Source: an optimization exercise on an open RTL-to-GDS flow (aim: small area). Production flows keep margins and buffers that such runs may drop.
The RTL was checked by simulation tests, not by an equivalence proof against the original design.

==> inputs of branch sierra <==
==> flow/design.v <==
module int_regfile_mp #(
    parameter int XLEN     = 32,
    parameter int INDEX    = 5,
    parameter int NREAD    = 2,
    parameter int NWRITE   = 1,
    parameter int ZERO_REG = 1,
    parameter int BYPASS   = 1,
    localparam int NREGS   = 2**INDEX
) (
    input  logic                     CLK,
    input  logic                     RST_N,
    input  logic [NREAD*INDEX-1:0]   RA,
    output logic [NREAD*XLEN-1:0]    RD,
    output logic [NREAD-1:0]         RBUSY,
    input  logic [NWRITE-1:0]        WE,
    input  logic [NWRITE*INDEX-1:0]  WA,
    input  logic [NWRITE*XLEN-1:0]   WD,
    input  logic                     ISSUE_EN,
    input  logic [INDEX-1:0]         ISSUE_RD,
    output logic [NREGS-1:0]         BUSY_VEC
);
    logic [NREGS-1:0][XLEN-1:0] regs_q;
    logic [NREGS-1:0][XLEN-1:0] regs_d;
    logic [NREGS-1:0] busy_q;
    logic [NREGS-1:0] busy_d;
    logic             hit_s;
    logic             clr_s;
    logic             set_s;
    logic [INDEX-1:0] ra_s;
    logic [XLEN-1:0]  rdat_s;
    function automatic logic is_zero_addr(input logic [INDEX-1:0] addr);
        is_zero_addr = (ZERO_REG != 0) && (addr == {INDEX{1'b0}});
    endfunction
    always_comb begin
        clr_s = 1'b0;
        hit_s = 1'b0;
        set_s = 1'b0;
        for (int i = 0; i < NREGS; i++) begin
            regs_d[i] = regs_q[i];
            clr_s     = 1'b0;
            for (int p = 0; p < NWRITE; p++) begin
                hit_s     = WE[p] && (WA[p*INDEX +: INDEX] == INDEX'(i));
                regs_d[i] = (hit_s && !is_zero_addr(INDEX'(i))) ? WD[p*XLEN +: XLEN] : regs_d[i];
                clr_s     = clr_s | hit_s;
            end
            set_s     = ISSUE_EN && (ISSUE_RD == INDEX'(i)) && !is_zero_addr(INDEX'(i));
            busy_d[i] = set_s ? 1'b1 : (clr_s ? 1'b0 : busy_q[i]);
        end
    end
    always_comb begin
        RD     = {(NREAD*XLEN){1'b0}};
        RBUSY  = {NREAD{1'b0}};
        ra_s   = {INDEX{1'b0}};
        rdat_s = {XLEN{1'b0}};
        for (int r = 0; r < NREAD; r++) begin
            ra_s   = RA[r*INDEX +: INDEX];
            rdat_s = regs_q[ra_s];
            for (int p = 0; p < NWRITE; p++) begin
                rdat_s = ((BYPASS != 0) && WE[p] && (WA[p*INDEX +: INDEX] == ra_s)) ?
                         WD[p*XLEN +: XLEN] : rdat_s;
            end
            RD[r*XLEN +: XLEN] = (is_zero_addr(ra_s) || !RST_N) ? {XLEN{1'b0}} : rdat_s;
            RBUSY[r]           = is_zero_addr(ra_s) ? 1'b0 : busy_q[ra_s];
        end
    end
    always_ff @(posedge CLK or negedge RST_N) begin
        if (!RST_N) begin
            for (int i = 0; i < NREGS; i++) begin
                regs_q[i] <= {XLEN{1'b0}};
            end
            busy_q <= {NREGS{1'b0}};
        end else begin
            regs_q <= regs_d;
            busy_q <= busy_d;
        end
    end
    assign BUSY_VEC = busy_q;
endmodule
module regfile_4r2w (
    input  logic         CLK,
    input  logic         RST_N,
    input  logic [19:0]  RA,
    output logic [127:0] RD,
    output logic [3:0]   RBUSY,
    input  logic [1:0]   WE,
    input  logic [9:0]   WA,
    input  logic [63:0]  WD,
    input  logic         ISSUE_EN,
    input  logic [4:0]   ISSUE_RD,
    output logic [31:0]  BUSY_VEC
);
    int_regfile_mp #(
        .XLEN(32), .INDEX(5), .NREAD(4), .NWRITE(2), .ZERO_REG(1), .BYPASS(1)
    ) u_rf (
        .CLK(CLK), .RST_N(RST_N), .RA(RA), .RD(RD), .RBUSY(RBUSY),
        .WE(WE), .WA(WA), .WD(WD), .ISSUE_EN(ISSUE_EN), .ISSUE_RD(ISSUE_RD),
        .BUSY_VEC(BUSY_VEC)
    );
endmodule
==> flow/run.sh <==
#!/bin/bash
# synth_recipe.tcl (not shown) runs the flow's synth.tcl, then flattens the netlist and writes it again
# the make line also repeats each setting of config.mk as NAME=value (left out here)
make -C /OpenROAD-flow-scripts/flow DESIGN_CONFIG=/design/flow/config.mk WORK_HOME=/design/flow/orfs CLKGATE_MAP_FILE= SYNTH_SCRIPT=/design/flow/synth_recipe.tcl finish
==> flow/config.mk <==
export PLATFORM = sky130hd
export DESIGN_NAME = regfile_4r2w
export DESIGN_NICKNAME = regfile_4r2w
export VERILOG_FILES = /design/flow/design.v
export SDC_FILE = /design/flow/constraint.sdc
export NUM_CORES = 4
export LEC_CHECK = 0
export CAP_MARGIN = 20
export CORE_MARGIN = 2
export CORE_UTILIZATION = 40
export SETUP_SLACK_MARGIN = 0.2
export SLEW_MARGIN = 20
==> flow/constraint.sdc <==
create_clock -name core_clock -period 7.0 [get_ports {CLK}]
set_input_delay 1.4000 -clock core_clock [delete_from_list [all_inputs] [get_ports {CLK}]]
set_output_delay 1.4000 -clock core_clock [all_outputs]
set_load 0.01 [all_outputs]
==> branch pepper: changes against branch sierra <==
==> flow/design.v, changed modules only <==
module int_regfile_mp #(
    parameter int XLEN     = 32,
    parameter int INDEX    = 5,
    parameter int NREAD    = 2,
    parameter int NWRITE   = 1,
    parameter int ZERO_REG = 1,
    parameter int BYPASS   = 1,
    localparam int NREGS   = 2**INDEX
) (
    input  logic                     CLK,
    input  logic                     RST_N,
    input  logic [NREAD*INDEX-1:0]   RA,
    output logic [NREAD*XLEN-1:0]    RD,
    output logic [NREAD-1:0]         RBUSY,
    input  logic [NWRITE-1:0]        WE,
    input  logic [NWRITE*INDEX-1:0]  WA,
    input  logic [NWRITE*XLEN-1:0]   WD,
    input  logic                     ISSUE_EN,
    input  logic [INDEX-1:0]         ISSUE_RD,
    output logic [NREGS-1:0]         BUSY_VEC
);
    localparam int LO = (ZERO_REG != 0) ? 1 : 0;
    logic [NREGS-1:0][XLEN-1:0] regs_q;
    logic [NREGS-1:0]           valid_q;
    logic [NREGS-1:0]           busy_q;
    logic [NWRITE*NREGS-1:0] hit;
    logic [NWRITE*NREGS-1:0] win;
    logic [NREGS-1:0]             wr;
    always_comb begin
        for (int i = 0; i < NREGS; i++) begin
            for (int p = 0; p < NWRITE; p++)
                hit[p*NREGS+i] = WE[p] && (WA[p*INDEX +: INDEX] == INDEX'(i)) && (i >= LO);
            wr[i] = 1'b0;
            for (int p = NWRITE-1; p >= 0; p--) begin
                win[p*NREGS+i] = hit[p*NREGS+i] && !wr[i];
                wr[i]     = wr[i] | hit[p*NREGS+i];
            end
        end
    end
    logic [NREGS-1:0][XLEN-1:0] regs_d;
    always_comb begin
        for (int i = 0; i < NREGS; i++) begin
            regs_d[i] = regs_q[i] & {XLEN{!wr[i]}};
            if (i < LO) regs_d[i] = {XLEN{1'b0}};
            for (int p = 0; p < NWRITE; p++)
                regs_d[i] = regs_d[i] | (WD[p*XLEN +: XLEN] & {XLEN{win[p*NREGS+i]}});
        end
    end
    always_ff @(posedge CLK) begin
        regs_q <= regs_d;
    end
    always_ff @(posedge CLK or negedge RST_N) begin
        if (!RST_N) begin
            valid_q <= {NREGS{1'b0}};
            busy_q  <= {NREGS{1'b0}};
        end else begin
            for (int i = 0; i < NREGS; i++) begin
                if (i < LO) begin
                    valid_q[i] <= 1'b0;
                    busy_q[i]  <= 1'b0;
                end else begin
                    valid_q[i] <= valid_q[i] | wr[i];
                    busy_q[i]  <= (ISSUE_EN && (ISSUE_RD == INDEX'(i))) ? 1'b1 :
                                  (wr[i] ? 1'b0 : busy_q[i]);
                end
            end
        end
    end
    logic [INDEX-1:0]  ra;
    logic [NWRITE-1:0] byp;
    logic [NWRITE-1:0] bsel;
    logic              anyb;
    logic              en;
    logic [XLEN-1:0]   acc;
    always_comb begin
        RD    = {(NREAD*XLEN){1'b0}};
        RBUSY = {NREAD{1'b0}};
        for (int r = 0; r < NREAD; r++) begin
            ra  = RA[r*INDEX +: INDEX];
            en  = RST_N && !((ZERO_REG != 0) && (ra == {INDEX{1'b0}}));
            anyb = 1'b0;
            for (int p = NWRITE-1; p >= 0; p--) begin
                byp[p]  = (BYPASS != 0) && WE[p] && (WA[p*INDEX +: INDEX] == ra);
                bsel[p] = en && byp[p] && !anyb;
                anyb    = anyb | byp[p];
            end
            acc = {XLEN{1'b0}};
            for (int p = 0; p < NWRITE; p++)
                acc = acc | (WD[p*XLEN +: XLEN] & {XLEN{bsel[p]}});
            for (int i = LO; i < NREGS; i++)
                acc = acc | (regs_q[i] & {XLEN{en && !anyb && valid_q[i] && (ra == INDEX'(i))}});
            RD[r*XLEN +: XLEN] = acc;
            RBUSY[r] = busy_q[ra] && !((ZERO_REG != 0) && (ra == {INDEX{1'b0}}));
        end
    end
    assign BUSY_VEC = busy_q;
endmodule
==> comparison table <==
| item | branch pepper | branch sierra |
|---|---|---|
| Result of the run | did not finish | timing/DRC/antenna clean |
| Stage where the flow stopped | global routing | - |
| Main synth FF type | dfxtp_1 | dfrtp_1 |
| Die outline height | 434.9 um | 462.8 um |
| Proportion of synthesized chip area in sequential cells | 28.82% | 30.41% |
| Library cell with the largest summed area after synthesis | dfxtp_1 | dfrtp_1 |
| Area of the mapped netlist | 0.07428 mm2 | 0.08418 mm2 |
| Simple logic cell fraction of the synthesized area | 18.01% | 9.609% |
| GP Congestion | 1.422 | 1.032 |
| Multiplexer area fraction after synthesis | 14.24% | 37.19% |
| Worst Setup Slack post-DPL | -0.3225 ns | 0.1974 ns |
| Inserted Clock Buffers | 117 | 120 |
| Die W | 434.9 um | 462.8 um |
| Number of standard-cell rows in the floorplan | 158 | 168 |
| Post-synthesis compound-gate area fraction | 32.02% | 16.24% |
| Share of synthesized registers carrying an async set or reset | 5.882% | 100.0% |
| Count of mapped cells out of synthesis | 9537 | 8890 |
| Number of different library cells in the post-synthesis netlist | 88 | 48 |
| Mean cell area of the mapped netlist | 7.789 um2 | 9.470 um2 |
| Synth top area share | 26.73% | 30.41% |
| Number of setup buffers added after CTS | 9 | 0 |
| Resize count post-CTS | 30 | 1 |
| Leading cell type by number of instances after synthesis | dfxtp_1 | mux2i_1 |
| Placed insts | 12287 | 11333 |
| DP HPWL | 591000 um | 268400 um |
| Synth Net Count | 9641 | 8994 |
| Post-synthesis xor/xnor area fraction | 0.5222% | 0.4162% |

## afterwards: timing with drivers on the ports
No port has a modelled driver above. Below, the same layout with a new extraction and two added sets of constraints. Step 1 assumes that a clkbuf_16 drives the clock port and a buf_2 every other input. Step 2 times the ports against the registers' clock, not the clock port: input delays grow and output delays shrink by t, the midpoint of the rising clock arrivals with the driver on. Slacks: ideal / step 1 / step 2; pairs: ideal / step 1.
run: branch sierra
shift t [ns]: 0.882
setup slack, ns: 0.158 / 0.135 / 0.135
hold slack, ns: 0.435 / 0.457 / 0.611
After both steps setup and hold are still met in branch sierra. The setup slack of branch sierra moves by -0.023 ns with the drivers and by -0.023 ns with both steps.
